What follows belongs to an exercise in optimizing a design on an open flow for small area, a short achievable clock period and few clock cycles per item; a production flow would make more cautious choices. In this exercise RTL edits were held to simulation tests only and were not proved equivalent to the original. No activity file was given, so power comes from the tool's default toggle rates.

Design sprite_line_engine, start of the top module:
module sprite_line_engine #(
  parameter int SPRITE_COUNT = 128
) (
  input  wire         clk,
  input  wire         rst_n,
  input  wire         line_start,
  input  wire  [7:0]  line_y,
  output logic        line_busy,
  output logic        param_en,
  output logic [7:0]  param_addr,
  input  wire  [31:0] param_data,
  output logic        tile_en,
  output logic [15:0] tile_addr,
  input  wire  [7:0]  tile_data,
  output logic        pal_en,
  output logic [9:0]  pal_addr,
  input  wire  [31:0] pal_data,
  output logic        line_bank,
  output logic        line_re,
  output logic [8:0]  line_raddr,
  input  wire  [31:0] line_rdata,
  output logic        line_we,
  output logic [8:0]  line_waddr,
  output logic [31:0] line_wdata
);
  logic        start_ok;
  logic [7:0]  cur_y;
  logic        rd_w0;
  logic        rd_w1;
  logic        paused;
  logic        w0q_v;
  logic        w0q_en;
  logic [1:0]  w0q_size;
  logic [3:0]  w0q_oyz;
  logic        w0q_held;
  logic [6:0]  w0q_idx;
  logic [8:0]  oy_full;
  logic        covers;
  logic        dec_go;
  logic        dec_block;
  logic        scan_done;
  logic        slot_empty;
  logic        w0_cap;
  logic        filling;
  logic        q_full;
  logic        q_conf;
  logic [1:0]  q_size;
  logic [8:0]  q_x;
  logic [5:0]  q_oy;
  logic [3:0]  q_tile_bank;
  logic [5:0]  q_tile_idx;
  logic        q_pal_mode;
  logic [1:0]  q_pal_bank;
  logic [3:0]  q_pal_no;
  logic        q_pop;
  logic [8:0]  gap;
  logic [5:0]  rem;
  logic [8:0]  cur_x;
  logic [1:0]  cur_size;
  logic [8:0]  cur_last;
  logic [5:0]  tile_base;
  logic        v1, v3, v4, v5;
  logic        f0, f1, f2, f3, f4, f5;
  logic [6:0]  p1;
  logic        pipe_busy;
  logic [31:0] src;
  logic [31:0] dst;
  ...
For scale: ~1,300 cells after synthesis, ~310 flip-flops.
Settings: LEC_CHECK=0, CAP_MARGIN=20, CORE_MARGIN=2, CORE_UTILIZATION=60, CTS_CLUSTER_DIAMETER=100, CTS_CLUSTER_SIZE=20, PLACE_DENSITY=0.7, SLEW_MARGIN=20, SYNTH_HIERARCHICAL=1, SYNTH_MINIMUM_KEEP_SIZE=0; clock period 10.0 ns.
standard.sh (not shown) runs the stock make flow with config.mk's settings and CLKGATE_MAP_FILE= SYNTH_SCRIPT=/design/flow/synth_recipe.tcl, a recipe that flattens the netlist after the stock synthesis.
==> flow/flow/run.sh <==
#!/bin/bash
# Standard layout, with repair_timing asked for extra setup margin and the port buffers
# made with a plain buffer; each tool's output goes to flow_standard.log here.
set -euo pipefail
export SETUP_SLACK_MARGIN=6.8
export BUFFER_PORTS_ARGS="-buffer_cell sky130_fd_sc_hd__buf_1"
bash standard.sh > flow_standard.log 2>&1
Testbench counts at the start, summed over its fixed seeds: cycles 572,034, lines 768.
Rerun with:
--- a/flow/design.v
+++ b/flow/design.v
@@ -46,22 +46,21 @@
   output logic [31:0] line_wdata
 );
   logic        start_ok;
   logic [7:0]  cur_y;
   logic        rd_w0;
   logic        rd_w1;
   logic        paused;
   logic        w0q_v;
-  logic        w0q_en;
-  logic [1:0]  w0q_size;
-  logic [3:0]  w0q_oyz;
+  logic        w0q_cov;
   logic        w0q_held;
   logic [6:0]  w0q_idx;
   logic [8:0]  oy_full;
+  logic        cov_in;
   logic        covers;
   logic        dec_go;
   logic        dec_block;
   logic        scan_done;
   logic        slot_empty;
   logic        w0_cap;
   logic        filling;
   logic        q_full;
@@ -98,24 +97,25 @@
     end else if (start_ok) begin
       line_busy <= 1'b1;
     end else if (scan_done && slot_empty && !pipe_busy) begin
       line_busy <= 1'b0;
     end
   end
   assign oy_full = {1'b0, cur_y} - {1'b0, param_data[7:0]};
   always_comb begin
-    case (w0q_size)
-      2'd0:    covers = (w0q_oyz == 4'b1000);
-      2'd1:    covers = (w0q_oyz[3:1] == 3'b100);
-      2'd2:    covers = (w0q_oyz[3:2] == 2'b10);
-      default: covers = w0q_oyz[3];
+    case (param_data[25:24])
+      2'd0:    cov_in = (oy_full[8:3] == 6'd0);
+      2'd1:    cov_in = (oy_full[8:4] == 5'd0);
+      2'd2:    cov_in = (oy_full[8:5] == 4'd0);
+      default: cov_in = (oy_full[8:6] == 3'd0);
     endcase
-    covers = covers && w0q_en && w0q_v;
+    cov_in = cov_in && param_data[31];
   end
+  assign covers = w0q_cov && w0q_v;
   assign w0q_idx   = param_addr[7:1] - 7'd2;
   assign dec_go    = covers && w0q_held;
   assign dec_block = covers && !w0q_held;
   assign scan_done = !(param_en || rd_w0 || rd_w1 || w0q_v || paused);
   always_ff @(posedge clk) begin
     if (!rst_n) begin
       param_en   <= 1'b0;
       param_addr <= 8'd0;
@@ -154,19 +154,17 @@
       end
     end
   end
   assign w0_cap = slot_empty && !dec_go;
   always_ff @(posedge clk) begin
     if (start_ok) begin
       cur_y <= line_y;
     end
-    w0q_en   <= param_data[31];
-    w0q_size <= param_data[25:24];
-    w0q_oyz  <= {(oy_full[8:6] == 3'd0), oy_full[5:3]};
+    w0q_cov  <= cov_in;
     w0q_held <= w0_cap;
   end
   assign slot_empty = !(filling || q_full);
   assign gap = cur_last - q_x;
   always_ff @(posedge clk) begin
     if (!rst_n) begin
       filling <= 1'b0;
       q_full  <= 1'b0;
Utilization increases by 1.4 points.
Fmax decreases by about 2.4%.
Critical path depth increases by 7.
Setup slack degrades by 0.076 ns.
Clock-buffer cell count stays the same.
Combinational power increases by about 3%.
Cell area stays flat.
Via count decreases by 0.38%.
Sequential power hardly moves.
Testbench counts after the change, summed over its fixed seeds: cycles 572,034, lines 768.

afterwards: timing with drivers on the ports:
The results above use ideal ports. As a check the final layouts listed here were re-extracted and re-timed, cells and wires unchanged. Step 1 assumes that a clkbuf_16 drives the clock port and a buf_2 every other input. Step 2 times the ports against the registers' clock, not the clock port: input delays grow and output delays shrink by t, the midpoint of the rising clock arrivals with the driver on. a / b / c = no drivers / after step 1 / after step 2; a / b = the first two.
run	t, ns	setup WS [ns]	worst hold slack (ns)
the first run	0.558	6.862 / 6.814 / 6.391	0.328 / 0.328 / 0.328
the second run	0.552	6.786 / 6.807 / 6.260	0.322 / 0.322 / 0.322
After both steps every run listed still meets setup and hold. The setup slack of the second run, which loses most, moves by +0.021 ns with the drivers and by -0.526 ns with both steps.
